Source: an optimization exercise on an open RTL-to-GDS flow (aim: a short achievable clock period and few clock cycles). Production flows keep margins and buffers that such runs may drop.
Function was checked by simulation only, so behaviour that the tests miss may differ from the original.
Power and IR drop assume default switching activity.

===== design.v =====
`default_nettype none
package rsc_pkg;
    typedef logic [16-1:0]    word_t;
    typedef logic [3-1:0] reg_idx_t;
    typedef enum logic [3-1:0] {
        OP_ADD  = 3'd0,
        OP_ADDI = 3'd1,
        OP_NAND = 3'd2,
        OP_LUI  = 3'd3,
        OP_SW   = 3'd4,
        OP_LW   = 3'd5,
        OP_BEQ  = 3'd6,
        OP_JALR = 3'd7
    } opcode_e;
    typedef struct packed {
        logic  valid;
        word_t pc;
        word_t inst;
    } if_id_t;
    typedef struct packed {
        logic     valid;
        word_t    pc;
        opcode_e  opcode;
        reg_idx_t tgt;
        reg_idx_t src1;
        reg_idx_t src2;
        word_t    opnd1;      
        word_t    opnd2;
        word_t    imm;
    } id_ex_t;
    typedef struct packed {
        logic     valid;
        word_t    pc;
        opcode_e  opcode;
        reg_idx_t tgt;
        word_t    alu_result;
        word_t    st_data;
        logic     eq;
        word_t    imm;
    } ex_mem_t;
    typedef struct packed {
        logic     valid;
        reg_idx_t tgt;
        word_t    result;
    } mem_wb_t;
endpackage
`default_nettype wire
`timescale 1ns/1ps
`default_nettype none
module rsc_core (
    input  wire logic           i_clk,
    input  wire logic           i_rst,
    input  wire rsc_pkg::word_t i_inst,
    output rsc_pkg::word_t      o_pc,
    input  wire rsc_pkg::word_t i_mem_rd_data,
    output rsc_pkg::word_t      o_mem_addr,
    output rsc_pkg::word_t      o_mem_wr_data,
    output logic                o_mem_wr_en
);
    localparam int BTB_N = 16;
    logic [15:0] r_pc;
    logic        r_ras_v;
    logic [15:0] r_ras;
    logic        r_btb_v   [BTB_N];
    logic [3:0]  r_btb_tag [BTB_N];     
    logic [15:0] r_btb_tgt [BTB_N];
    logic        d_v;
    logic [15:0] d_pc;
    logic [15:0] d_inst;
    logic        d_ptaken;      
    logic        d_jpv;         
    logic [15:0] d_jtgt;
    logic        e_v;
    logic [15:0] e_pc;
    logic        e_wr;
    logic [2:0]  e_dst;
    logic        e_ld;
    logic        e_st;
    logic        e_beq;
    logic        e_jalr;
    logic        e_nand;
    logic        e_sela;        
    logic        e_selb;
    logic [15:0] e_opa;
    logic [15:0] e_opb;
    logic        e_asel;        
    logic        e_bsel;
    logic [15:0] e_aop;
    logic [15:0] e_bop;
    logic        e_ptaken;
    logic [15:0] e_alt;         
    logic        e_jpv;
    logic        e_mb_ab_n, e_mb_ab_t, e_mb_1b_n, e_mb_1b_t, e_mb_1a_n, e_mb_1a_t, e_mb_11_n;
    logic        e_mj_1, e_mj_a, e_mj_np;
    logic [15:0] e_jtgt;
    logic        x1_wr;
    logic [2:0]  x1_dst;
    logic        x1_ld;
    logic        x1_eld;        
    logic        e_eld;
    logic        e_fld;         
    logic        d_fld;
    logic [15:0] r_maddr;
    logic        x1_st;
    logic [15:0] x1_res;
    logic [15:0] x1_sd;
    logic        x2_wr;
    logic [2:0]  x2_dst;
    logic        x2_ld;
    logic [15:0] x2_res;
    logic        x3_wr;
    logic [2:0]  x3_dst;
    logic [15:0] x3_val;
    logic [15:0] r_rf [1:7];
    logic [2:0]  f_op;
    logic        f_beq;
    logic        f_jalr;
    logic        f_ptaken;
    logic [15:0] f_inc;
    logic [15:0] f_btgt;
    logic [3:0]  f_idx;
    logic        f_btb_hit;
    logic        f_use_ras;
    logic        f_jpv;
    logic [15:0] f_jtgt;
    logic [15:0] f_pred;
    assign o_pc = r_pc;
    assign f_op     = i_inst[15:13];
    assign f_beq    = f_op == 3'd6;
    assign f_jalr   = f_op == 3'd7;
    assign f_ptaken = f_beq && (i_inst[12:10] == i_inst[9:7] || i_inst[6]);
    logic [6:0]  f_lo;
    logic        f_lo_co;
    logic [8:0]  f_hi_inc;
    logic [8:0]  f_hi_dec;
    logic [8:0]  f_hi;
    rsc_inc #(.W(16)) u_f_inc (.i_a(r_pc), .i_dec(1'b0), .o_s(f_inc));
    rsc_inc #(.W(9)) u_f_hi_inc (.i_a(r_pc[15:7]), .i_dec(1'b0), .o_s(f_hi_inc));
    rsc_inc #(.W(9)) u_f_hi_dec (.i_a(r_pc[15:7]), .i_dec(1'b1), .o_s(f_hi_dec));
    rsc_ksa #(.W(7), .CI(1'b1)) u_f_lo (.i_a(r_pc[6:0]), .i_b(i_inst[6:0]), .o_s(f_lo),
                                        .o_co(f_lo_co));
    always_comb begin
        f_btgt[6:0] = f_lo;
        f_btgt[15:7] = f_hi;
    end
    logic        r_bq_v;
    logic        r_bq_hit;
    logic [15:0] r_bq_tgt;
    logic        q_hit;
    logic [15:0] q_tgt;
    assign f_idx     = r_pc[3:0];
    assign q_hit     = r_btb_v[f_idx] && r_btb_tag[f_idx] == r_pc[7:4];
    assign q_tgt     = r_btb_tgt[f_idx];
    assign f_btb_hit = r_bq_v && r_bq_hit;
    assign f_use_ras = r_ras_v && i_inst[12:10] == 3'd0;
    assign f_jpv     = f_jalr && (f_use_ras || f_btb_hit);
    assign f_jtgt    = f_use_ras ? r_ras : r_bq_tgt;
    logic [8:0]  f_hi_c1, f_hi_c0;
    assign f_hi_c1 = i_inst[6] ? r_pc[15:7] : f_hi_inc;
    assign f_hi_c0 = i_inst[6] ? f_hi_dec : r_pc[15:7];
    for (genvar i = 0; i < 9; i++) begin : g_fhi
        rsc_g_mux2 u_m (.i_s(f_lo_co), .i_d1(f_hi_c1[i]), .i_d0(f_hi_c0[i]), .o_y(f_hi[i]));
    end
    logic [15:0] f_nonbr;
    assign f_nonbr = f_jpv ? f_jtgt : f_inc;
    assign f_pred  = f_ptaken ? f_btgt : f_nonbr;
    logic [2:0]  f_srca;
    logic [2:0]  f_srcb;
    logic        f_wr;
    logic [3:0]  f_ha;               
    logic [3:0]  f_hb;
    assign f_srca = (f_op == 3'd3) ? 3'd0 : i_inst[9:7];
    assign f_srcb = (f_op == 3'd0 || f_op == 3'd2) ? i_inst[2:0] :
                    ((f_op == 3'd4 || f_op == 3'd6) ? i_inst[12:10] : 3'd0);
    assign f_wr   = !(f_op == 3'd4 || f_op == 3'd6) && i_inst[12:10] != 3'd0;
    logic [2:0]  d_op;
    logic [2:0]  d_ra;
    logic        d_add, d_nand, d_lui, d_sw, d_lw, d_beq, d_jalr;
    logic [2:0]  d_srca;             
    logic [2:0]  d_srcb;
    logic        d_wr;
    logic [3:0]  d_ha;               
    logic [3:0]  d_hb;
    logic [15:0] d_imm;
    logic [15:0] d_link;
    assign d_op   = d_inst[15:13];
    assign d_ra   = d_inst[12:10];
    assign d_add  = d_op == 3'd0;
    assign d_nand = d_op == 3'd2;
    assign d_lui  = d_op == 3'd3;
    assign d_sw   = d_op == 3'd4;
    assign d_lw   = d_op == 3'd5;
    assign d_beq  = d_op == 3'd6;
    assign d_jalr = d_op == 3'd7;
    rsc_inc #(.W(16)) u_d_link (.i_a(d_pc), .i_dec(1'b0), .o_s(d_link));
    logic [15:0] d_btgt;
    rsc_ksa #(.W(16), .CI(1'b1)) u_d_btgt (.i_a(d_pc), .i_b({{9{d_inst[6]}}, d_inst[6:0]}),
                                           .o_s(d_btgt), .o_co());
    always_comb begin
        if (d_lui)
            d_imm = {d_inst[9:0], 6'd0};
        else if (d_jalr)
            d_imm = d_link;
        else
            d_imm = {{9{d_inst[6]}}, d_inst[6:0]};
    end
    assign f_ha = {d_v && d_wr && d_ra == f_srca, e_v && e_wr && e_dst == f_srca,
                   x1_wr && x1_dst == f_srca, x2_wr && x2_dst == f_srca};
    assign f_hb = {d_v && d_wr && d_ra == f_srcb, e_v && e_wr && e_dst == f_srcb,
                   x1_wr && x1_dst == f_srcb, x2_wr && x2_dst == f_srcb};
    logic        a_e, a_1, a_2, a_3;
    logic        b_e, b_1, b_2, b_3;
    logic        a_stall, b_stall;
    logic        a_ready;            
    logic [15:0] a_reg, b_reg;       
    logic [15:0] a_val, b_val;       
    logic        a_ldin, b_ldin;
    logic [15:0] a_rf, b_rf;
    assign {a_e, a_1, a_2, a_3} = d_ha;
    assign {b_e, b_1, b_2, b_3} = d_hb;
    assign a_stall = a_e ? (e_ld && !e_fld) : (a_1 && x1_ld && !x1_eld);
    assign b_stall = b_e ? (e_ld && !e_fld) : (b_1 && x1_ld && !x1_eld);
    assign a_ldin  = a_e ? e_fld : (a_1 ? x1_eld : (a_2 && x2_ld));
    assign b_ldin  = b_e ? e_fld : (b_1 ? x1_eld : (b_2 && x2_ld));
    assign a_ready = !a_e && !(a_1 && x1_ld) && !a_ldin;
    assign a_rf = (d_srca == 3'd0) ? 16'd0 : r_rf[d_srca];
    assign b_rf = (d_srcb == 3'd0) ? 16'd0 : r_rf[d_srcb];
    always_comb begin
        if (a_1)
            a_reg = x1_res;
        else if (a_2)
            a_reg = x2_res;
        else if (a_3)
            a_reg = x3_val;
        else
            a_reg = a_rf;
        if (b_1)
            b_reg = x1_res;
        else if (b_2)
            b_reg = x2_res;
        else if (b_3)
            b_reg = x3_val;
        else
            b_reg = b_rf;
    end
    assign a_val = a_ldin ? i_mem_rd_data : a_reg;
    assign b_val = b_ldin ? i_mem_rd_data : b_reg;
    logic        d_sa, d_sb, d_jpvn;
    assign d_sa   = a_e && !e_fld;
    assign d_sb   = b_e && !e_fld;
    assign d_jpvn = d_jpv || a_ready || a_ldin;
    logic [15:0] d_nimm;
    logic        d_zero;
    rsc_inc #(.W(16)) u_d_nimm (.i_a(~{{9{d_inst[6]}}, d_inst[6:0]}), .i_dec(1'b0), .o_s(d_nimm));
    assign d_zero = d_v && d_op == 3'd1 && d_wr && a_ready && a_reg == d_nimm;
    logic        stall;
    logic        redir_d;
    logic        redir_e;
    logic [15:0] tgt_e;
    assign stall   = d_v && (a_stall || b_stall);
    logic        redir_dj;
    logic        redir_dz;
    logic [15:0] tgt_d;
    assign redir_dj = d_v && d_jalr && !d_jpv && (a_ready || a_ldin);
    logic        r_zv;
    logic [2:0]  r_zr;
    assign redir_dz = d_v && d_beq && !d_ptaken && r_zv && !stall &&
                      ((d_ra == r_zr && d_inst[9:7] == 3'd0) || (d_inst[9:7] == r_zr && d_ra == 3'd0));
    assign redir_d  = redir_dj || redir_dz;
    logic        d_pt;               
    assign d_pt     = d_ptaken || redir_dz;
    assign tgt_d    = d_jalr ? a_val : d_btgt;
    logic        d_eld;
    logic        e_port;         
    assign e_port = e_v && (e_st || (e_ld && !e_eld && !e_fld));
    assign d_eld = d_v && d_lw && d_inst[9:7] == 3'd0 && !d_fld && !e_port;
    logic        f_issue;
    assign f_issue = f_op == 3'd5 && i_inst[9:7] == 3'd0 && !stall && !d_eld &&
                     !e_port && !(d_v && d_sw);
    logic [15:0] x_fa, x_fb;
    logic [15:0] x_a, x_b;
    logic [15:0] x_res;
    logic        x_eq;
    logic        x_jok;
    assign x_fa  = e_sela ? x1_res : e_opa;
    assign x_fb  = e_selb ? x1_res : e_opb;
    assign x_a   = e_asel ? x1_res : e_aop;
    assign x_b   = e_bsel ? x1_res : e_bop;
    logic [15:0] x_sum;
    rsc_ksa #(.W(16), .CI(1'b0)) u_x_add (.i_a(x_a), .i_b(x_b), .o_s(x_sum), .o_co());
    logic [15:0] x_alu;
    assign x_alu = e_nand ? ~(x_a & x_b) : x_sum;
    assign x_res = e_fld ? i_mem_rd_data : x_alu;
    logic [15:0] m_early;
    assign m_early = f_issue ? {{9{i_inst[6]}}, i_inst[6:0]} : {{9{d_inst[6]}}, d_inst[6:0]};
    logic        x_eq_1b, x_eq_1a, x_eq_ab, x_jk_1, x_jk_a;
    rsc_eq u_eq_1b (.i_a(x1_res), .i_b(e_opb), .o_eq(x_eq_1b));
    rsc_eq u_eq_1a (.i_a(x1_res), .i_b(e_opa), .o_eq(x_eq_1a));
    rsc_eq u_eq_ab (.i_a(e_opa), .i_b(e_opb), .o_eq(x_eq_ab));
    rsc_eq u_jk_1 (.i_a(x1_res), .i_b(e_jtgt), .o_eq(x_jk_1));
    rsc_eq u_jk_a (.i_a(e_opa), .i_b(e_jtgt), .o_eq(x_jk_a));
    always_comb begin
        if (e_sela && e_selb)
            x_eq = 1'b1;
        else if (e_sela)
            x_eq = x_eq_1b;
        else if (e_selb)
            x_eq = x_eq_1a;
        else
            x_eq = x_eq_ab;
    end
    logic [7:0]  e_key;
    rsc_inc #(.W(8)) u_e_key (.i_a(e_pc[7:0]), .i_dec(1'b1), .o_s(e_key));
    assign x_jok = e_jpv && (e_sela ? x_jk_1 : x_jk_a);
    rsc_redir u_redir (
        .i_t ({e_mb_ab_n, e_mb_ab_t, e_mb_1b_n, e_mb_1b_t, e_mb_1a_n, e_mb_1a_t, e_mj_1, e_mj_a}),
        .i_c ({x_eq_ab, !x_eq_ab, x_eq_1b, !x_eq_1b, x_eq_1a, !x_eq_1a, !x_jk_1, !x_jk_a}),
        .i_k ({e_mb_11_n, e_mj_np}),
        .i_v (e_v),
        .o_y (redir_e)
    );
    assign tgt_e   = e_jalr ? x_fa : e_alt;
    logic [15:0] pc_next;
    logic        pc_sel_f;
    logic        pc_s_bt, pc_s_nb, pc_s_e, pc_s_d, pc_s_h;
    logic [15:0] pc_rest;
    assign pc_sel_f = !(redir_d || stall);
    assign pc_s_bt  = !i_rst && pc_sel_f && f_ptaken;
    assign pc_s_nb  = !i_rst && pc_sel_f && !f_ptaken;
    assign pc_s_e   = !i_rst && redir_e;
    assign pc_s_d   = !i_rst && redir_d;
    assign pc_s_h   = !i_rst && !redir_d && stall;
    for (genvar i = 0; i < 16; i++) begin : g_pcn
        rsc_g_ao5 u_m (.i_s0(pc_s_bt), .i_d0(f_btgt[i]), .i_s1(pc_s_nb), .i_d1(f_nonbr[i]),
                       .i_s2(1'b0), .i_d2(1'b0), .i_s3(pc_s_d), .i_d3(tgt_d[i]),
                       .i_s4(pc_s_h), .i_d4(r_pc[i]), .o_y(pc_rest[i]));
        rsc_g_mux2 u_e (.i_s(pc_s_e), .i_d1(tgt_e[i]), .i_d0(pc_rest[i]), .o_y(pc_next[i]));
    end
    assign o_mem_addr    = r_maddr;
    assign o_mem_wr_data = x1_sd;
    assign o_mem_wr_en   = x1_st;
    always_ff @(posedge i_clk) begin
        r_pc <= pc_next;
        r_zv <= d_zero && !stall && !i_rst;
        r_zr <= d_ra;
        r_bq_v <= !redir_e && ((pc_s_nb && !f_jpv) || (r_bq_v && pc_s_h));
        if (!stall) begin
            r_bq_hit <= q_hit;
            r_bq_tgt <= q_tgt;
        end
        if (i_rst || redir_e)
            d_v <= 1'b0;
        else if (!stall)
            d_v <= !redir_d;
        if (!stall) begin
            d_pc     <= r_pc;
            d_inst   <= i_inst;
            d_ptaken <= f_ptaken;
            d_jpv    <= f_jpv;
            d_jtgt   <= f_jtgt;
            d_fld    <= f_issue;
            d_srca   <= f_srca;
            d_srcb   <= f_srcb;
            d_wr     <= f_wr;
            d_ha     <= f_ha;
            d_hb     <= f_hb;
        end else begin
            d_ha     <= {1'b0, d_ha[3:1]};
            d_hb     <= {1'b0, d_hb[3:1]};
        end
        if (i_rst || redir_e || stall || !d_v)
            e_v <= 1'b0;
        else
            e_v <= 1'b1;
        if (i_rst || stall || !d_v) begin
            e_wr   <= 1'b0;
            e_ld   <= 1'b0;
            e_st   <= 1'b0;
            e_beq  <= 1'b0;
            e_jalr <= 1'b0;
            e_mb_ab_n <= 1'b0;
            e_mb_ab_t <= 1'b0;
            e_mb_1b_n <= 1'b0;
            e_mb_1b_t <= 1'b0;
            e_mb_1a_n <= 1'b0;
            e_mb_1a_t <= 1'b0;
            e_mb_11_n <= 1'b0;
            e_mj_1    <= 1'b0;
            e_mj_a    <= 1'b0;
            e_mj_np   <= 1'b0;
        end else begin
            e_wr   <= d_wr;
            e_ld   <= d_lw;
            e_st   <= d_sw;
            e_beq  <= d_beq;
            e_jalr <= d_jalr;
            e_mb_ab_n <= d_beq && !d_sa && !d_sb && !d_pt;
            e_mb_ab_t <= d_beq && !d_sa && !d_sb && d_pt;
            e_mb_1b_n <= d_beq && d_sa && !d_sb && !d_pt;
            e_mb_1b_t <= d_beq && d_sa && !d_sb && d_pt;
            e_mb_1a_n <= d_beq && !d_sa && d_sb && !d_pt;
            e_mb_1a_t <= d_beq && !d_sa && d_sb && d_pt;
            e_mb_11_n <= d_beq && d_sa && d_sb && !d_pt;
            e_mj_1    <= d_jalr && d_sa && d_jpvn;
            e_mj_a    <= d_jalr && !d_sa && d_jpvn;
            e_mj_np   <= d_jalr && !d_jpvn;
        end
        e_pc     <= d_pc;
        e_dst    <= d_ra;
        e_nand   <= d_nand;
        e_sela   <= d_sa;
        e_selb   <= b_e && !e_fld;
        e_opa    <= a_val;
        e_opb    <= b_val;
        e_asel   <= a_e && !e_fld && !d_jalr;
        e_bsel   <= b_e && !e_fld && (d_add || d_nand);
        e_aop    <= d_jalr ? 16'd0 : a_val;
        e_bop    <= (d_add || d_nand) ? b_val : d_imm;
        e_ptaken <= d_pt;
        e_alt    <= d_pt ? d_link : d_btgt;
        e_jpv    <= d_jpvn;
        if (i_rst || stall || !d_v)
            e_eld <= 1'b0;
        else
            e_eld <= d_eld;
        if (i_rst || stall || !d_v)
            e_fld <= 1'b0;
        else
            e_fld <= d_fld;
        r_maddr  <= (f_issue || d_eld) ? m_early : x_alu;
        e_jtgt   <= d_jpv ? d_jtgt : a_val;
        if (i_rst) begin
            x1_wr <= 1'b0;
            x1_ld <= 1'b0;
            x1_eld <= 1'b0;
            x1_st <= 1'b0;
        end else begin
            x1_wr <= e_v && e_wr;
            x1_ld <= e_v && e_ld && !e_fld;
            x1_eld <= e_v && e_eld;
            x1_st <= e_v && e_st;
        end
        x1_dst <= e_dst;
        x1_res <= x_res;
        x1_sd  <= x_fb;
        if (i_rst) begin
            x2_wr <= 1'b0;
            x2_ld <= 1'b0;
        end else begin
            x2_wr <= x1_wr;
            x2_ld <= x1_ld && !x1_eld;
        end
        x2_dst <= x1_dst;
        x2_res <= x1_eld ? i_mem_rd_data : x1_res;
        if (i_rst)
            x3_wr <= 1'b0;
        else
            x3_wr <= x2_wr;
        x3_dst <= x2_dst;
        x3_val <= x2_ld ? i_mem_rd_data : x2_res;
        for (int i = 1; i < 8; i++)
            if (x3_wr && x3_dst == 3'(i))
                r_rf[i] <= x3_val;
        if (i_rst)
            r_ras_v <= 1'b0;
        else if (d_v && d_jalr && d_ra != 3'd0 && !stall && !redir_e)
            r_ras_v <= 1'b1;
        if (d_jalr && d_ra != 3'd0 && !stall)
            r_ras <= d_link;
        for (int i = 0; i < BTB_N; i++) begin
            if (i_rst)
                r_btb_v[i] <= 1'b0;
            else if (e_v && e_jalr && e_key[3:0] == 4'(i))
                r_btb_v[i] <= 1'b1;
            if (e_jalr && e_key[3:0] == 4'(i)) begin
                r_btb_tag[i] <= e_key[7:4];
                r_btb_tgt[i] <= x_fa;
            end
        end
    end
endmodule
module rsc_add #(parameter int W = 16) (
    input  wire logic [W-1:0] i_a,
    input  wire logic [W-1:0] i_b,
    input  wire logic         i_ci,
    output logic [W-1:0]      o_s,
    output logic              o_co
);
    logic [W-1:0] p, g, pp, gg;
    always_comb begin
        p  = i_a ^ i_b;
        g  = i_a & i_b;
        gg = g;
        pp = p;
        gg[0] = g[0] | (p[0] & i_ci);
        for (int d = 1; d < W; d = d * 2)
            for (int i = W - 1; i >= d; i--) begin
                gg[i] = gg[i] | (pp[i] & gg[i-d]);
                pp[i] = pp[i] & pp[i-d];
            end
        o_s  = p ^ {gg[W-2:0], i_ci};
        o_co = gg[W-1];
    end
endmodule
module rsc_inc #(parameter int W = 16) (
    input  wire logic [W-1:0] i_a,
    input  wire logic         i_dec,
    output logic [W-1:0]      o_s
);
    logic [W-1:0] t, c;
    always_comb begin
        t = i_dec ? ~i_a : i_a;
        c = t;
        for (int d = 1; d < W; d = d * 2)
            for (int i = W - 1; i >= d; i--)
                c[i] = c[i] & c[i-d];
        o_s = i_a ^ {c[W-2:0], 1'b1};
    end
endmodule
module rsc_ksa #(parameter int W = 16, parameter bit CI = 1'b0) (
    input  wire logic [W-1:0] i_a,
    input  wire logic [W-1:0] i_b,
    output logic [W-1:0]      o_s,
    output logic              o_co
);
    localparam int L = (W > 8) ? 4 : ((W > 4) ? 3 : ((W > 2) ? 2 : 1));
    logic [W-1:0]       p0;
    logic [(L+1)*W-1:0] gv;
    logic [(L+1)*W-1:0] pv;
    for (genvar i = 0; i < W; i++) begin : g_pg
        logic gi;
        rsc_g_pg u_pg (.i_a(i_a[i]), .i_b(i_b[i]), .o_p(p0[i]), .o_g(gi));
        if (i == 0 && CI) begin : g_ci
            rsc_g_or2 u_or (.i_a(i_a[i]), .i_b(i_b[i]), .o_y(gv[i]));
        end else begin : g_nci
            assign gv[i] = gi;
        end
        assign pv[i] = p0[i];
    end
    for (genvar k = 1; k <= L; k++) begin : g_lvl
        for (genvar i = 0; i < W; i++) begin : g_bit
            if (i >= (1 << (k-1))) begin : g_op
                rsc_g_ao21 u_g (.i_a(gv[(k-1)*W+i]), .i_b(pv[(k-1)*W+i]),
                                .i_c(gv[(k-1)*W+i-(1<<(k-1))]), .o_y(gv[k*W+i]));
                if (i >= (1 << k)) begin : g_p
                    rsc_g_and2 u_p (.i_a(pv[(k-1)*W+i]), .i_b(pv[(k-1)*W+i-(1<<(k-1))]),
                                    .o_y(pv[k*W+i]));
                end else begin : g_np
                    assign pv[k*W+i] = 1'b0;
                end
            end else begin : g_pass
                assign gv[k*W+i] = gv[(k-1)*W+i];
                assign pv[k*W+i] = 1'b0;
            end
        end
    end
    for (genvar i = 0; i < W; i++) begin : g_sum
        if (i == 0) begin : g_s0
            if (CI) begin : g_inv
                rsc_g_xnor2 u_s (.i_a(i_a[0]), .i_b(i_b[0]), .o_y(o_s[0]));
            end else begin : g_pass
                assign o_s[0] = p0[0];
            end
        end else begin : g_si
            rsc_g_xor2 u_s (.i_a(p0[i]), .i_b(gv[L*W+i-1]), .o_y(o_s[i]));
        end
    end
    assign o_co = gv[L*W+W-1];
endmodule
module rsc_g_ao222 (input wire logic i_s0, input wire logic i_d0, input wire logic i_s1,
                    input wire logic i_d1, input wire logic i_s2, input wire logic i_d2,
                    output logic o_y);
    assign o_y = (i_s0 & i_d0) | (i_s1 & i_d1) | (i_s2 & i_d2);
endmodule
module rsc_eq (
    input  wire logic [15:0] i_a,
    input  wire logic [15:0] i_b,
    output logic             o_eq
);
    assign o_eq = i_a == i_b;
endmodule
module rsc_g_ao5 (input wire logic i_s0, input wire logic i_d0, input wire logic i_s1,
                  input wire logic i_d1, input wire logic i_s2, input wire logic i_d2,
                  input wire logic i_s3, input wire logic i_d3, input wire logic i_s4,
                  input wire logic i_d4, output logic o_y);
    assign o_y = (i_s0 & i_d0) | (i_s1 & i_d1) | (i_s2 & i_d2) | (i_s3 & i_d3) | (i_s4 & i_d4);
endmodule
module rsc_redir (
    input  wire logic [7:0] i_t,
    input  wire logic [7:0] i_c,
    input  wire logic [1:0] i_k,
    input  wire logic       i_v,
    output logic            o_y
);
    assign o_y = i_v & (|(i_t & i_c) | |i_k);
endmodule
module rsc_g_mux2 (input wire logic i_s, input wire logic i_d1, input wire logic i_d0,
                   output logic o_y);
    assign o_y = i_s ? i_d1 : i_d0;
endmodule
module rsc_g_pg (input wire logic i_a, input wire logic i_b, output logic o_p, output logic o_g);
    assign o_p = i_a ^ i_b;
    assign o_g = i_a & i_b;
endmodule
module rsc_g_ao21 (input wire logic i_a, input wire logic i_b, input wire logic i_c,
                   output logic o_y);
    assign o_y = i_a | (i_b & i_c);
endmodule
module rsc_g_and2 (input wire logic i_a, input wire logic i_b, output logic o_y);
    assign o_y = i_a & i_b;
endmodule
module rsc_g_or2 (input wire logic i_a, input wire logic i_b, output logic o_y);
    assign o_y = i_a | i_b;
endmodule
module rsc_g_xor2 (input wire logic i_a, input wire logic i_b, output logic o_y);
    assign o_y = i_a ^ i_b;
endmodule
module rsc_g_xnor2 (input wire logic i_a, input wire logic i_b, output logic o_y);
    assign o_y = ~(i_a ^ i_b);
endmodule
`default_nettype wire

===== run.sh =====
#!/bin/bash
# synth_recipe.tcl (not shown) runs the flow's synth.tcl, then flattens the netlist and writes it again
# the make line also repeats each setting of config.mk as NAME=value (left out here)
make -C /OpenROAD-flow-scripts/flow DESIGN_CONFIG=/design/flow/config.mk WORK_HOME=/design/flow/orfs CLKGATE_MAP_FILE= SYNTH_SCRIPT=/design/flow/synth_recipe.tcl finish

===== config.mk =====
export PLATFORM = sky130hd
export DESIGN_NAME = rsc_core
export DESIGN_NICKNAME = rsc_core
export VERILOG_FILES = /design/flow/design.v
export SDC_FILE = /design/flow/constraint.sdc
export NUM_CORES = 4
export LEC_CHECK = 0
export CAP_MARGIN = 20
export CORE_MARGIN = 2
export CORE_UTILIZATION = 40
export SETUP_SLACK_MARGIN = 5
export SLEW_MARGIN = 20
export SYNTH_HIERARCHICAL = 1
export SYNTH_MINIMUM_KEEP_SIZE = 0

===== constraint.sdc =====
create_clock -name core_clock -period 6.5 [get_ports {i_clk}]
set_input_delay 1.3000 -clock core_clock [delete_from_list [all_inputs] [get_ports {i_clk}]]
set_output_delay 1.3000 -clock core_clock [all_outputs]
set_load 0.01 [all_outputs]

==> key figures, run 1 <==
Critical path
  – WP buf/inv: 8
  – CP startpoint kind: register
  – Crit-path cells: buf_6, buf_12, mux2_4, a221oi_4, nor2_2, a211oi_2, or3_4, and2_4, buf_6, buf_6, buf_6, buf_6, buf_6, inv_2, mux2_4
  – Crit path max-delay family: buffers and inverters
  – CP Capture Type: register
  – Crit Path Category: reg2reg
  – CP required: 7050 ps
  – Reg2reg end: e_jtgt[13]
  – Critical Path End: e_jtgt[13]
  – R2R cell count: 15
  – Slowest cell on crit path: edfxtp_1
  – Critical R2R Launch: d_srca[0]
  – Crit path DAT: between 3000 and 4000 ps
  – Crit path largest cell delay: 430 ps
  – Crit path depth: 15
  – CP Max Fanout: 6
  – Launch point of the worst path: d_srca[0]
  – Reg2reg setup slack: 3520 ps
  – CP most frequent cell: buf_6

Clocking
  – Clk sinks: 792
  – H-tree depth: 3
  – CTS tree: yes
  – Clk buf depth: 3
  – Root buffer cell: clkbuf_16
  – Clock slew at reported path FFs: roughly 50 ps
  – Inserted Clock Buffers: 88
  – Later-pin clock latency in the skew report: 690 ps

Timing
  – Setup Total Neg Slack: 0 ps
  – Final setup fails: 0
  – Fin. Hold Viols: 0
  – Max-slew violation count: 0
  – Slew at the pin closest to its max-slew limit: slightly above 800 ps
  – Min cycle time layout: approximately 3000 ps
  – Final Skew: between 40 and 50 ps
  – Achievable Freq: roughly 0.34 GHz
  – Final period util: 0.4580
  – Hold slack final: about 400 ps
  – RSZ-0062 raised after global routing: true
  – Worst relative slew slack: 0.4446

Hold path
  – Hold WC Path Type: reg2reg

Synthesis
  – Synth Area per Inst: approximately 12 sq um
  – Synthesized area: 0.03816 sq mm
  – Synth Instances: 3154
  – YS warnings: 30

Routing
  – Via count: 32150
  – Routed wire length per instance: between 20 and 30 microns
  – Total Wirelength: 157900 microns
  – DRT iter0 DRCs: between 4000 and 5000
  – DRC viols: 0
  – Vias/cell: roughly 6.0
  – DR pass1 iterations: 9
  – DRT antenna net count: 0

Run
  – Max-cap viol count: 0

Finish
  – Final nets: a little over 4000
  – Post-route design area: ~0.057 sq mm
  – Area Overhead vs Synth: 50.10%
  – Proportion of layout cells with a drive suffix above 1: 0.4839
  – Core Util, Final: 0.6046

Floorplanning
  – Initial Util: 0.4028
  – Die H: between 300 and 400 microns
  – Placeable Area: 0.09473 sq mm
  – Die W: approximately 310 microns
  – Top-Level Pins: 83
  – DIE AREA: ~0.1 sq mm
  – Row count: between 100 and 150

Pwr
  – VDD IR-drop max: 0.0002149 V
  – Pwr Density: around 300 mW/mm^2
  – Overall Power: ~17 mW
  – Leakage power: between 20 and 25 nW

Global routing
  – Global-route wire length before repair: about 220000 microns
  – Vias in the first global route: ~30000
  – Largest net degree at the start of global routing: 37
  – Initial antenna violation count: 3
  – Gr usage total: 0.3021
  – GRT overflow: 0

Placed design
  – Detailed Place HPWL: around 83000 microns
  – Cell Area, Placed: between 0.04 and 0.05 sq mm
  – Routability Congestion: 0.9206
  – IO buf count: 82

Status
  – Status: finished clean
==> worst min path at each step <==
stage               from  depth (start not counted)         to  slack (ps)
2_1_floorplan  x1_dst[0]                          0  x2_dst[0]         370
3_3_place_gp   x2_dst[2]                          0  x3_dst[2]         390
3_5_place_dp   x2_dst[2]                          0  x3_dst[2]         390
4_1_cts        x1_dst[1]                          0  x2_dst[1]         410
5_1_grt        x2_dst[1]                          0  x3_dst[1]         410
6_report       x2_dst[1]                          0  x3_dst[1]         400
==> flip-flops by register name, summed over array words and instances, names as in the netlist, 4 cells and up <==
signal and flops:
r_maddr 16, e_pc 8, r_ras 16, d_jtgt 16, e_alt 16, e_aop 16
d_pc 16, r_bq_tgt 16, r_rf 112, d_hb 4, r_btb_v 16, r_btb_tgt 256
e_bop 16, x3_val 16, r_pc 16, x1_sd 16, d_inst 16, d_ha 4
e_opb 16, x1_res 16, x2_res 16, r_btb_tag 64, e_jtgt 16, e_opa 16
==> repair_timing <==
item | in CTS | in global routing
setup buffers | 462 | 179
pin swaps | 314 | 261
hold buffers | 0 | 0
setup endpoints to repair | 1130 | 1052
cloned | 56 | 12
gates resized for setup | 1140 | 324
==> power by group <==
| group | internal (mW) | switching [mW] | leakage (nW) |
|---|---|---|---|
| Combinational | 2.69 | 2.64 | 13.4 |
| Sequential | 6.18 | 0.751 | 7.13 |
| Clock | 2.91 | 2.16 | 1.38 |
| Total | 11.8 | 5.55 | 22.0 |
==> cells in the final DEF (no fill, tap or decap), drive strengths merged, types with 116 or more instances in the layout <==
master and count:
buf 799, edfxtp 523, dfxtp 269, mux2 249
nand2 180, xnor2 164, nor2 146, a21o 136
a21oi 132, clkbuf 116
==> stage by stage <==
stage,setup WS (ps),std cells
after floorplan,3325,3214
after global placement,1873,4454
after detailed placement,1890,4454
after CTS,3645,5131
after global routing,3427,5322
final,3523,5323
==> layout make-up <==
class | instances | area [sq um]
antenna | 1 | 2.502
clock buffer | 106 | 2321
clock inverter | 53 | 545.5
fill | 7014 | 37450
inverter | 69 | 294.0
multi-input combinational | 2210 | 21130
sequential | 792 | 21330
tap | 1265 | 1583
timing repair buffer | 826 | 10060
timing repair inverter | 1 | 7.507
==> per-layer routing <==
metal  wire (microns)  GRT usage
met1            60320     0.3925
met2            72730     0.4903
met3            14750    0.04896
met4            10130     0.1506
met5                0          0
Testbench counts, summed over its fixed seeds: cycles 49,086.
==> inputs of run 2 (changes only) <==
--- a/design.v
+++ b/design.v
@@ -113,4 +113,6 @@
     logic [15:0] x3_val;
     logic [15:0] r_rf [1:7];
+    logic [7:0]  r_is1;             
+    logic        x3_is1;
     logic [2:0]  f_op;
     logic        f_beq;
@@ -129,5 +131,10 @@
     assign f_beq    = f_op == 3'd6;
     assign f_jalr   = f_op == 3'd7;
-    assign f_ptaken = f_beq && (i_inst[12:10] == i_inst[9:7] || i_inst[6]);
+    logic        r_fz;
+    logic [2:0]  r_fzr;
+    logic        f_zpred;
+    assign f_zpred  = r_fz && d_v && ((i_inst[12:10] == r_fzr && i_inst[9:7] == 3'd0) ||
+                               (i_inst[9:7] == r_fzr && i_inst[12:10] == 3'd0));
+    assign f_ptaken = f_beq && (i_inst[12:10] == i_inst[9:7] || i_inst[6] || f_zpred);
     logic [6:0]  f_lo;
     logic        f_lo_co;
@@ -207,4 +214,8 @@
     assign f_ha = {d_v && d_wr && d_ra == f_srca, e_v && e_wr && e_dst == f_srca,
                    x1_wr && x1_dst == f_srca, x2_wr && x2_dst == f_srca};
+    logic        f_is1;
+    logic        f_zero;
+    assign f_is1  = (x3_wr && x3_dst == f_srca) ? x3_is1 : r_is1[f_srca];
+    assign f_zero = f_op == 3'd1 && i_inst[6:0] == 7'h7f && f_wr && f_ha == 4'd0 && f_is1;
     assign f_hb = {d_v && d_wr && d_ra == f_srcb, e_v && e_wr && e_dst == f_srcb,
                    x1_wr && x1_dst == f_srcb, x2_wr && x2_dst == f_srcb};
@@ -250,8 +261,4 @@
     assign d_sb   = b_e && !e_fld;
     assign d_jpvn = d_jpv || a_ready || a_ldin;
-    logic [15:0] d_nimm;
-    logic        d_zero;
-    rsc_inc #(.W(16)) u_d_nimm (.i_a(~{{9{d_inst[6]}}, d_inst[6:0]}), .i_dec(1'b0), .o_s(d_nimm));
-    assign d_zero = d_v && d_op == 3'd1 && d_wr && a_ready && a_reg == d_nimm;
     logic        stall;
     logic        redir_d;
@@ -260,15 +267,10 @@
     assign stall   = d_v && (a_stall || b_stall);
     logic        redir_dj;
-    logic        redir_dz;
     logic [15:0] tgt_d;
     assign redir_dj = d_v && d_jalr && !d_jpv && (a_ready || a_ldin);
-    logic        r_zv;
-    logic [2:0]  r_zr;
-    assign redir_dz = d_v && d_beq && !d_ptaken && r_zv && !stall &&
-                      ((d_ra == r_zr && d_inst[9:7] == 3'd0) || (d_inst[9:7] == r_zr && d_ra == 3'd0));
-    assign redir_d  = redir_dj || redir_dz;
+    assign redir_d  = redir_dj;
     logic        d_pt;               
-    assign d_pt     = d_ptaken || redir_dz;
-    assign tgt_d    = d_jalr ? a_val : d_btgt;
+    assign d_pt     = d_ptaken;
+    assign tgt_d    = a_val;
     logic        d_eld;
     logic        e_port;         
@@ -342,6 +344,6 @@
     always_ff @(posedge i_clk) begin
         r_pc <= pc_next;
-        r_zv <= d_zero && !stall && !i_rst;
-        r_zr <= d_ra;
+        r_fz <= f_zero;
+        r_fzr <= i_inst[12:10];
         r_bq_v <= !redir_e && ((pc_s_nb && !f_jpv) || (r_bq_v && pc_s_h));
         if (!stall) begin
@@ -459,7 +461,11 @@
         x3_dst <= x2_dst;
         x3_val <= x2_ld ? i_mem_rd_data : x2_res;
+        x3_is1 <= (x2_ld ? i_mem_rd_data : x2_res) == 16'd1;
+        r_is1[0] <= 1'b0;
         for (int i = 1; i < 8; i++)
-            if (x3_wr && x3_dst == 3'(i))
-                r_rf[i] <= x3_val;
+            if (x3_wr && x3_dst == 3'(i)) begin
+                r_rf[i]  <= x3_val;
+                r_is1[i] <= x3_is1;
+            end
         if (i_rst)
             r_ras_v <= 1'b0;
==> key figures, run 2 <==
Status
  – Status: finished clean

Routing
  – DRT antenna net count: 0
  – Routed wire length per instance: ~31 microns
  – DRC viols: 0
  – Vias/cell: between 6 and 7
  – Total Wirelength: about 160000 microns
  – DRT iter0 DRCs: between 4000 and 5000
  – Via count: 31710
  – DR pass1 iterations: 6

Clocking
  – Later-pin clock latency in the skew report: ~670 ps
  – Inserted Clock Buffers: 87
  – Clk buf depth: 3
  – Root buffer cell: clkbuf_16
  – CTS tree: yes
  – Post-CTS Hold Buffers: 0
  – Clk sinks: around 800
  – Clock slew at reported path FFs: around 70 ps
  – H-tree depth: 3

Timing
  – Final period util: 0.4561
  – Hold slack final: between 300 and 400 ps
  – Setup Total Neg Slack: 0 ps
  – Final setup fails: 0
  – Worst relative slew slack: 0.2854
  – Achievable Freq: roughly 0.34 GHz
  – Max-slew violation count: 0
  – Slew at the pin closest to its max-slew limit: ~1100 ps
  – Final Skew: 21.55 ps
  – RSZ-0062 raised after global routing: true
  – Fin. Hold Viols: 0
  – Min cycle time layout: between 2000 and 3000 ps

Pwr
  – Register share of total power: 0.389
  – Logic pwr share: 0.312
  – Pwr Density: 312.8 mW/mm^2
  – Sw Ratio: 0.3174
  – Int Power: between 10 and 15 mW
  – Overall Power: between 15 and 20 mW
  – P_sw: 5.621 mW
  – Clk pwr share: 0.300
  – VDD IR-drop max: between 0.0002 and 0.0003 V
  – Leakage power: between 20 and 25 nW

Floorplanning
  – Row count: 112
  – Top-Level Pins: 83
  – Die W: 311.2 microns
  – Die H: between 300 and 400 microns
  – Initial Util: 0.4037
  – Placeable Area: ~0.093 sq mm
  – DIE AREA: roughly 0.097 sq mm

Finish
  – Biggest register: r_btb_tgt
  – Most frequent cells in the layout: edfxtp_1, buf_4, buf_6
  – Most common cell after layout, fill and taps aside: edfxtp_1
  – Proportion of layout cells with a drive suffix above 1: 0.4758
  – Core Util, Final: 0.6056
  – Max reg flops: between 200 and 300
  – Top Registers: r_btb_tgt: 256 flops, r_rf: 112 flops, r_btb_tag: 64 flops
  – Final nets: between 3000 and 4000
  – Area Overhead vs Synth: 50.01%

Synthesis
  – Synth Instances: a little over 3000
  – YS warnings: 30
  – Synthesized area: approximately 0.038 sq mm
  – Synth Area per Inst: around 12 sq um

Global routing
  – GRT overflow: 0
  – Global-route wire length before repair: approximately 220000 microns
  – Vias in the first global route: about 31000
  – Largest net degree at the start of global routing: 38
  – Initial antenna violation count: 3
  – Gr usage total: 0.3078

Critical path
  – CP Capture Type: register
  – Crit-path cells: buf_6, mux2_2, a22o_1, a2111oi_4, a211o_1, nand3_2, o211ai_1, buf_4, inv_4, a222oi_1, nand2_1, mux2_4
  – CP startpoint kind: register
  – Slowest cell on crit path: edfxtp_1
  – WP buf/inv: 3
  – CP Max Fanout: 3
  – CP required: 7060 ps
  – Crit path DAT: around 3500 ps
  – Crit Path Category: reg2reg
  – Crit path max-delay family: compound AO/OA/AOI/OAI gates
  – Crit path largest cell delay: about 430 ps

Run
  – Max-cap viol count: 0

Placed design
  – Detailed Place HPWL: 86450 microns
  – IO buf count: between 80 and 90
  – Routability Congestion: approximately 0.90

Hold path
  – Hold WC Path Type: reg2reg
-- run 2: layout make-up --
type | count | area [sq um]
fill | 6943 | 36860
sequential | 803 | 21600
multi-input combinational | 2142 | 20440
timing repair buffer | 777 | 9672
clock buffer | 117 | 2446
tap | 1254 | 1569
clock inverter | 46 | 570.5
inverter | 65 | 285.3
antenna | 4 | 10.01
timing repair inverter | 1 | 7.507
-- run 2: path summary, 6_finish.rpt --
check	start	to	slack [ps]	cells past startpoint
setup reg to reg	d_srca[1]	r_pc[15]	3540	12
setup / recovery	d_srca[1]	r_pc[15]	3540	12
hold / removal	x1_dst[1]	x2_dst[1]	400	0
hold reg to reg	x1_dst[1]	x2_dst[1]	400	0
-- run 2: per-layer routing --
layer | GRT usage | share of wire | routed length (microns)
met4 | 0.1713 | 0.071 | 11410
met3 | 0.05805 | 0.096 | 15420
met1 | 0.3889 | 0.37 | 59720
met2 | 0.4977 | 0.46 | 73560
met5 | 0.0009881 | 0.000081 | 13
-- run 2: power by group through the flow --
stage	sequential, mW	clock (mW)	combinational, mW
4_1_cts	6.87	5.31	4.81
3_3_place_gp	7.11	0	3.34
3_5_place_dp	7.12	0	3.37
6_report	6.88	5.30	5.52
5_1_grt	6.91	5.54	5.70
2_1_floorplan	6.74	0	2.40
-- run 2: through the flow --
stage | cell area [sq um] | worst slack [ps] | std cells
2_1_floorplan | 40560 | 3240 | 3152
4_1_cts | 53540 | 3534 | 5049
6_report | 56610 | 3535 | 5209
5_1_grt | 56600 | 3472 | 5207
3_5_place_dp | 41980 | 1985 | 4375
3_3_place_gp | 41980 | 2024 | 4375
-- run 2: timing repair --
item / CTS / global route
resized for setup: 1075 / 344
pin swaps: 271 / 226
endpoints found under the setup margin: 1143 / 964
gates cloned: 62 / 13
setup buffers: 449 / 143
Testbench counts of run 2, summed over its fixed seeds: cycles 48,642.
==> inputs of run 3 (changes only) <==
--- a/design.v
+++ b/design.v
@@ -334,7 +334,7 @@
     assign pc_s_h   = !i_rst && !redir_d && stall;
     for (genvar i = 0; i < 16; i++) begin : g_pcn
-        rsc_g_ao5 u_m (.i_s0(pc_s_bt), .i_d0(f_btgt[i]), .i_s1(pc_s_nb), .i_d1(f_nonbr[i]),
-                       .i_s2(1'b0), .i_d2(1'b0), .i_s3(pc_s_d), .i_d3(tgt_d[i]),
-                       .i_s4(pc_s_h), .i_d4(r_pc[i]), .o_y(pc_rest[i]));
+        rsc_g_ao4 u_m (.i_s0(pc_s_bt), .i_d0(f_btgt[i]), .i_s1(pc_s_nb), .i_d1(f_nonbr[i]),
+                       .i_s2(pc_s_d), .i_d2(tgt_d[i]), .i_s3(pc_s_h), .i_d3(r_pc[i]),
+                       .o_y(pc_rest[i]));
         rsc_g_mux2 u_e (.i_s(pc_s_e), .i_d1(tgt_e[i]), .i_d0(pc_rest[i]), .o_y(pc_next[i]));
     end
@@ -605,4 +605,19 @@
     assign o_y = i_s ? i_d1 : i_d0;
 endmodule
+module rsc_g_ao4 (input wire logic i_s0, input wire logic i_d0, input wire logic i_s1,
+                  input wire logic i_d1, input wire logic i_s2, input wire logic i_d2,
+                  input wire logic i_s3, input wire logic i_d3, output logic o_y);
+    logic y01, y23;
+    rsc_g_a22oi u_01 (.i_a1(i_s0), .i_a2(i_d0), .i_b1(i_s1), .i_b2(i_d1), .o_y(y01));
+    rsc_g_a22oi u_23 (.i_a1(i_s2), .i_a2(i_d2), .i_b1(i_s3), .i_b2(i_d3), .o_y(y23));
+    rsc_g_nand2 u_o (.i_a(y01), .i_b(y23), .o_y(o_y));
+endmodule
+module rsc_g_a22oi (input wire logic i_a1, input wire logic i_a2, input wire logic i_b1,
+                    input wire logic i_b2, output logic o_y);
+    assign o_y = ~((i_a1 & i_a2) | (i_b1 & i_b2));
+endmodule
+module rsc_g_nand2 (input wire logic i_a, input wire logic i_b, output logic o_y);
+    assign o_y = ~(i_a & i_b);
+endmodule
 module rsc_g_pg (input wire logic i_a, input wire logic i_b, output logic o_p, output logic o_g);
     assign o_p = i_a ^ i_b;
==> key figures, run 3 <==
Status
  – Status: finished clean

Global routing
  – Met2 GRT Util: 0.4987
  – Vias in the first global route: between 30000 and 40000
  – Global-route wire length before repair: around 220000 microns
  – GR peak layer: met2
  – Met3 Use GR: 0.06336
  – Largest net degree at the start of global routing: 34
  – GRT overflow: 0
  – M1 GR Usage: 0.3923
  – Gr usage total: 0.3111
  – Initial antenna violation count: 6

Timing
  – Slew at the pin closest to its max-slew limit: between 800 and 900 ps
  – Final Skew: roughly 32 ps
  – RSZ-0062 raised after global routing: true
  – Min cycle time layout: between 2000 and 3000 ps
  – Fin. Hold Viols: 0
  – Final period util: 0.4392
  – Setup Total Neg Slack: 0 ps
  – Worst relative slew slack: 0.4259
  – Setup ws final: between 3000 and 4000 ps
  – Achievable Freq: approximately 0.35 GHz
  – Final setup fails: 0
  – Max-slew violation count: 0
  – Hold slack final: a little under 400 ps

Floorplanning
  – Row count: about 110
  – Die W: just over 300 microns
  – Initial Util: 0.4044
  – Top-Level Pins: 83
  – Placeable Area: between 0.09 and 0.1 sq mm
  – Die H: a little over 300 microns
  – DIE AREA: around 0.1 sq mm

Critical path
  – Crit path DAT: roughly 3500 ps
  – CP startpoint kind: primary input
  – CP Max Fanout: 8
  – CP Capture Type: register
  – R2R cell count: 11
  – Crit Path Category: in2reg
  – CP required: 7110 ps

Finish
  – Proportion of layout cells with a drive suffix above 1: 0.4948
  – Most frequent cells in the layout: edfxtp_1, buf_4, buf_6
  – Storage cell area: between 0.02 and 0.025 sq mm
  – Biggest register: r_btb_tgt
  – Final nets: between 3000 and 4000
  – Max reg flops: 256
  – Non-filler cells in the finished layout: 5208
  – Top Registers: r_btb_tgt: 256 flops, r_rf: 112 flops, r_btb_tag: 64 flops
  – Most common cell after layout, fill and taps aside: edfxtp_1
  – Fillers: 6936
  – Footprint of the multi-input gates: between 0.02 and 0.025 sq mm
  – Area Overhead vs Synth: 50.60%

Placed design
  – IO buf count: slightly above 80
  – Pre-CTS setup slack: between 1500 and 2000 ps
  – Placed Cells: 4348
  – Routability Congestion: just over 0.9
  – Detailed Place HPWL: around 85000 microns

Routing
  – Routed wire length per instance: 30.79 microns
  – Total Wirelength: ~160000 microns
  – DRC viols: 0
  – Vias/cell: between 6 and 7
  – DR pass1 iterations: 9
  – DRT antenna net count: 0
  – Via count: roughly 32000
  – DRT iter0 DRCs: between 4000 and 5000

Synthesis
  – Synth Instances: about 3100
  – Synth Area per Inst: 12.21 sq um
  – YS warnings: 30
  – Synthesized area: approximately 0.038 sq mm

Pwr
  – Leakage power: 21.84 nW
  – Pwr Density: 321.9 mW/mm^2
  – Overall Power: roughly 18 mW
  – VDD IR-drop max: 0.0002810 V

Clocking
  – Clock slew at reported path FFs: around 70 ps
  – H-tree depth: 3
  – Clk buf depth: 3
  – Post-CTS Hold Buffers: 0
  – Inserted Clock Buffers: 88
  – CTS tree: yes
  – Later-pin clock latency in the skew report: 690 ps
  – Clk sinks: approximately 800
  – Root buffer cell: clkbuf_16

Hold path
  – Hold WC Path Type: reg2reg
  – Hold path depth: 0

Run
  – Max-cap viol count: 0
[run 3: power by group]
| group | internal, mW | switching, mW |
|---|---|---|
| combinational | 3.03 | 3.14 |
| sequential | 6.27 | 0.696 |
| clock | 3.02 | 2.19 |
| total | 12.3 | 6.03 |
[run 3: routing by layer]
layer  vias to the layer above  share of wire
met4                         2          0.077
met5                         -       0.000044
met1                     15850           0.37
met2                      2216           0.46
met3                       676          0.098
li1                      13280              -
[run 3: critical path: stages]
cell      delay (ps)
buf_12           110
buf_4            150
xnor2_1          310
nand3_4          120
o31ai_4           70
nand4_1          130
a211oi_2         300
buf_4            160
nor3b_4          180
buf_6            160
buf_12           150
a22oi_2           80
nand2_1           90
mux2_4           160
[run 3: area by class of cell]
| type | count | area share |
|---|---|---|
| flip-flops and latches | 803 | 0.3792 |
| multi-input cells | 2106 | 0.3567 |
| repair buffers | 810 | 0.1794 |
| clock buffers | 118 | 0.04222 |
| well taps | 1254 | 0.02752 |
| clock inverters | 47 | 0.009656 |
| inverters | 65 | 0.005048 |
| diodes | 5 | 0.0002195 |
[run 3: final timing paths]
| kind | startpoint | to | slack (ps) |
|---|---|---|---|
| worst min register to register | x1_dst[1] | x2_dst[1] | 400 |
| worst min-delay path | x1_dst[1] | x2_dst[1] | 400 |
| worst max register to register | e_asel | x1_res[15] | 3730 |
| worst max-delay path | i_inst[7] | r_pc[2] | 3650 |
[run 3: timing repair]
action                                   CTS  global route
gates resized for setup                 1179           350
pin swaps                                260           215
endpoints found under the setup margin  1101           788
buffers inserted                         464           142
gates cloned                              71            13
[run 3: per-stage QoR]
stage	utilization	area [sq um]
finish	0.6090	57010
detailed placement	0.4459	41740
floorplan	-	40110
CTS	0.5772	54030
global route	0.6089	57000
global placement	0.4458	41730
Testbench counts of run 3, summed over its fixed seeds: cycles 48,642.
==> inputs of run 4 (changes only) <==
--- a/design.v
+++ b/design.v
@@ -60,4 +60,5 @@
     localparam int BTB_N = 16;
     logic [15:0] r_pc;
+    logic [15:0] r_pc_o;        
     logic        r_ras_v;
     logic [15:0] r_ras;
@@ -127,5 +128,5 @@
     logic [15:0] f_jtgt;
     logic [15:0] f_pred;
-    assign o_pc = r_pc;
+    assign o_pc = r_pc_o;
     assign f_op     = i_inst[15:13];
     assign f_beq    = f_op == 3'd6;
@@ -235,6 +236,10 @@
     assign b_ldin  = b_e ? e_fld : (b_1 ? x1_eld : (b_2 && x2_ld));
     assign a_ready = !a_e && !(a_1 && x1_ld) && !a_ldin;
-    assign a_rf = (d_srca == 3'd0) ? 16'd0 : r_rf[d_srca];
-    assign b_rf = (d_srcb == 3'd0) ? 16'd0 : r_rf[d_srcb];
+    logic [15:0] d_rfa, d_rfb;
+    logic [15:0] f_rfa, f_rfb;
+    assign f_rfa = (x3_wr && x3_dst == f_srca) ? x3_val : ((f_srca == 3'd0) ? 16'd0 : r_rf[f_srca]);
+    assign f_rfb = (x3_wr && x3_dst == f_srcb) ? x3_val : ((f_srcb == 3'd0) ? 16'd0 : r_rf[f_srcb]);
+    assign a_rf = d_rfa;
+    assign b_rf = d_rfb;
     always_comb begin
         if (a_1)
@@ -265,5 +270,10 @@
     logic        redir_e;
     logic [15:0] tgt_e;
-    assign stall   = d_v && (a_stall || b_stall);
+    logic        r_st;
+    logic        f_st, h_st;
+    assign f_st  = (f_ha[3] ? (d_lw && !d_fld) : (f_ha[2] && e_ld && !e_fld && !e_eld)) ||
+                   (f_hb[3] ? (d_lw && !d_fld) : (f_hb[2] && e_ld && !e_fld && !e_eld));
+    assign h_st  = (a_e || b_e) && e_ld && !e_fld && !e_eld;
+    assign stall = d_v && r_st;
     logic        redir_dj;
     logic [15:0] tgt_d;
@@ -324,4 +334,5 @@
     assign tgt_e   = e_jalr ? x_fa : e_alt;
     logic [15:0] pc_next;
+    logic [15:0] pc_next_o;
     logic        pc_sel_f;
     logic        pc_s_bt, pc_s_nb, pc_s_e, pc_s_d, pc_s_h;
@@ -338,4 +349,5 @@
                        .o_y(pc_rest[i]));
         rsc_g_mux2 u_e (.i_s(pc_s_e), .i_d1(tgt_e[i]), .i_d0(pc_rest[i]), .o_y(pc_next[i]));
+        rsc_g_mux2 u_o (.i_s(pc_s_e), .i_d1(tgt_e[i]), .i_d0(pc_rest[i]), .o_y(pc_next_o[i]));
     end
     assign o_mem_addr    = r_maddr;
@@ -343,5 +355,6 @@
     assign o_mem_wr_en   = x1_st;
     always_ff @(posedge i_clk) begin
-        r_pc <= pc_next;
+        r_pc   <= pc_next;
+        r_pc_o <= pc_next_o;
         r_fz <= f_zero;
         r_fzr <= i_inst[12:10];
@@ -367,7 +380,15 @@
             d_ha     <= f_ha;
             d_hb     <= f_hb;
+            r_st     <= f_st;
+            d_rfa    <= f_rfa;
+            d_rfb    <= f_rfb;
         end else begin
             d_ha     <= {1'b0, d_ha[3:1]};
             d_hb     <= {1'b0, d_hb[3:1]};
+            r_st     <= h_st;
+            if (a_3)
+                d_rfa <= x3_val;
+            if (b_3)
+                d_rfb <= x3_val;
         end
         if (i_rst || redir_e || stall || !d_v)
==> flow/run.sh (new file) <==
#!/bin/bash
# The standard layout (standard.sh), except that the port buffers are buf_4 cells,
# which the resizer may size, rather than the delay-cell buffers it picks by default.
set -euo pipefail
bash standard.sh "BUFFER_PORTS_ARGS=-buffer_cell sky130_fd_sc_hd__buf_4" finish > flow.log 2>&1
==> standard.sh (new file) <==
#!/bin/bash
# synth_recipe.tcl (not shown) runs the flow's synth.tcl, then flattens the netlist and writes it again
# the make line also repeats each setting of config.mk as NAME=value (left out here)
make -C /OpenROAD-flow-scripts/flow DESIGN_CONFIG=/design/flow/config.mk WORK_HOME=/design/flow/orfs CLKGATE_MAP_FILE= SYNTH_SCRIPT=/design/flow/synth_recipe.tcl "${@:-finish}"
removed: run.sh
==> key figures, run 4 <==
Global routing
  – Largest net degree at the start of global routing: 66
  – Gr usage total: 0.2956
  – Initial antenna violation count: 5
  – GRT overflow: 0
  – Vias in the first global route: 30940
  – Global-route wire length before repair: between 200000 and 250000 microns

Hold path
  – Hold WC Path Type: reg2reg
  – Hold path depth: 0
  – Hold_sp: e_dst[2]
  – Hold path endpoint: x1_dst[2]

Routing
  – DRT iter0 DRCs: approximately 4200
  – DRC viols: 0
  – Via count: 31980
  – Routed wire length per instance: a little under 30 microns
  – Total Wirelength: approximately 160000 microns
  – DRT antenna net count: 0
  – DR pass1 iterations: 9
  – Vias/cell: 6.092

Floorplanning
  – Initial Util: 0.4027
  – Die H: 315.6 microns
  – Top-Level Pins: 83
  – Die W: between 300 and 400 microns
  – Placeable Area: around 0.096 sq mm
  – Row count: 114
  – DIE AREA: between 0.09 and 0.1 sq mm

Timing
  – Hold slack final: 415.2 ps
  – Max-slew violation count: 0
  – Final period util: 0.4341
  – Fin. Hold Viols: 0
  – Final setup fails: 0
  – Setup Total Neg Slack: 0 ps
  – Worst relative slew slack: 0.4024
  – Min cycle time layout: between 2000 and 3000 ps
  – RSZ-0062 raised after global routing: true
  – Setup ws final: 3679 ps
  – Slew at the pin closest to its max-slew limit: approximately 900 ps
  – Achievable Freq: roughly 0.35 GHz
  – Final Skew: 104.7 ps

Finish
  – Most frequent cells in the layout: edfxtp_1, buf_4, buf_6
  – Core Util, Final: 0.5955
  – Max reg flops: 256
  – Biggest register: r_btb_tgt
  – Top Registers: r_btb_tgt: 256 flops, r_rf: 112 flops, r_btb_tag: 64 flops
  – Post-route design area: approximately 0.057 sq mm
  – Most common cell after layout, fill and taps aside: edfxtp_1
  – Proportion of layout cells with a drive suffix above 1: 0.4768
  – Final nets: a little under 4000
  – Area Overhead vs Synth: 47.90%

Critical path
  – Slowest cell on crit path: dfxtp_2
  – CP startpoint kind: register
  – Crit path max-delay family: compound AO/OA/AOI/OAI gates
  – Crit Path Category: reg2reg
  – Reg2reg end: r_pc_o[14]
  – Crit path largest cell delay: roughly 400 ps
  – Reg2reg setup slack: 3680 ps
  – Crit path DAT: 3410 ps
  – R2R cell count: 12
  – Critical R2R Launch: e_opa[0]
  – CP required: approximately 7100 ps
  – CP Capture Type: register
  – WP buf/inv: 4
  – Crit-path cells: xnor2_1, nand4_1, nor4_4, buf_4, inv_1, a22o_1, a221oi_2, a31oi_4, inv_2, nor2_4, buf_12, mux2_4
  – CP Max Fanout: 18

Placed design
  – IO buf count: a little over 80
  – Cell Area, Placed: 0.04299 sq mm
  – Routability Congestion: around 0.87
  – Detailed Place HPWL: 84630 microns
  – Pre-CTS setup slack: around 2400 ps

Synthesis
  – Synth Area per Inst: roughly 12 sq um
  – YS warnings: 30
  – Synthesized area: between 0.03 and 0.04 sq mm
  – Synth Instances: approximately 3200

Clocking
  – CTS tree: yes
  – Later-pin clock latency in the skew report: approximately 700 ps
  – Inserted Clock Buffers: 92
  – Clock slew at reported path FFs: 70 ps
  – Clk sinks: approximately 850
  – Clk buf depth: 3
  – Root buffer cell: clkbuf_16
  – Post-CTS Hold Buffers: 0
  – H-tree depth: 3

Run
  – Max-cap viol count: 0

Pwr
  – P_sw: roughly 6.2 mW
  – Register share of total power: 0.394
  – Pwr Density: 327.1 mW/mm^2
  – Sw Ratio: 0.3283
  – Int Power: 12.62 mW
  – VDD IR-drop max: about 0.00023 V
  – Logic pwr share: 0.323
  – Clk pwr share: 0.283
  – Leakage power: ~22 nW

Status
  – Status: finished clean
## run 4: metal layers
| metal | vias up | track usage | share of wire |
|---|---|---|---|
| met4 | 0 | 0.1504 | 0.062 |
| met3 | 501 | 0.05844 | 0.097 |
| met1 | 15990 | 0.3847 | 0.38 |
| li1 | 13500 | - | - |
| met2 | 1990 | 0.4695 | 0.46 |
| met5 | - | 0 | 0 |
## run 4: worst max path at each step
stage	depth (start not counted)	end	from
after global routing	11	r_pc_o[14]	x1_res[12]
final	12	r_pc_o[14]	e_opa[0]
after CTS	12	r_pc[9]	i_inst[11]
after detailed placement	8	d_rfb[13]	i_inst[15]
after global placement	10	r_pc_o[4]	i_inst[11]
after floorplan	9	r_pc[0]	i_inst[7]
## run 4: worst reg2reg max path, delay by kind of cell, from the launching register on
family | cells | cell delay [ps]
xor+xnor | 1 | 130
buf+inv | 4 | 580
compound gates | 3 | 670
flops | 1 | 400
mux | 1 | 320
simple gates | 3 | 640
## run 4: timing repair
| action | 4_1_cts | 5_1_grt |
|---|---|---|
| cloned | 58 | 8 |
| gates resized for setup | 825 | 257 |
| buffers inserted | 466 | 112 |
| setup endpoints to repair | 1193 | 815 |
| pin swaps | 291 | 219 |
## run 4: per-stage QoR
step / total power, mW / instances
global route: 19.31 / 5248
CTS: 18.04 / 5128
floorplan: 9.776 / 3179
global placement: 11.25 / 4429
finish: 18.78 / 5249
detailed placement: 11.27 / 4432
## run 4: area by class of cell
cell class              count  area, sq um
repair buffers            760         9419
well taps                1276         1597
fillers                  7150        39000
multi-input cells        2167        20820
flip-flops and latches    846        22450
clock buffers             117         2457
clock inverters            55        570.5
inverters                  27        115.1
diodes                      1        2.502
## run 4: power groups by stage
| stage | Combinational (mW) | Sequential (mW) | Clock, mW |
|---|---|---|---|
| 4_1_cts | 5.37 | 7.36 | 5.31 |
| 2_1_floorplan | 2.65 | 7.13 | 0 |
| 3_5_place_dp | 3.76 | 7.51 | 0 |
| 3_3_place_gp | 3.74 | 7.51 | 0 |
| 5_1_grt | 6.30 | 7.45 | 5.57 |
| 6_report | 6.06 | 7.41 | 5.31 |
Testbench counts of run 4, summed over its fixed seeds: cycles 48,642.

==> re-timing with driven ports <==
How much do the figures lean on ideal ports? The routed layouts below were timed once more, with nothing changed but the port constraints. Step 1: set_driving_cell puts a clkbuf_16 on i_clk and a buf_2 on each other input, an assumption about the parent block. Step 2 times the ports against the registers' clock, not the clock port: input delays grow and output delays shrink by t, the midpoint of the rising clock arrivals with the driver on. Three values: no drivers, after step 1, after step 2; two values: the first two.
run | t, ns | slack for setup (ns) | hold slack, ns | worst setup path after step 2
run 1 | 0.748 | 3.523 / 3.523 / 2.879 | 0.402 / 0.402 / 0.402 | input to register
run 2 | 0.735 | 3.535 / 3.535 / 2.847 | 0.396 / 0.396 / 0.396 | input to register
run 3 | 0.748 | 3.645 / 3.650 / 2.903 | 0.396 / 0.396 / 0.396 | input to register
run 4 | 0.750 | 3.679 / 3.679 / 2.969 | 0.415 / 0.415 / 0.415 | input to register
After both steps every run listed still meets setup and hold. The setup slack of run 3, which loses most, moves by +0.005 ns with the drivers and by -0.742 ns with both steps.
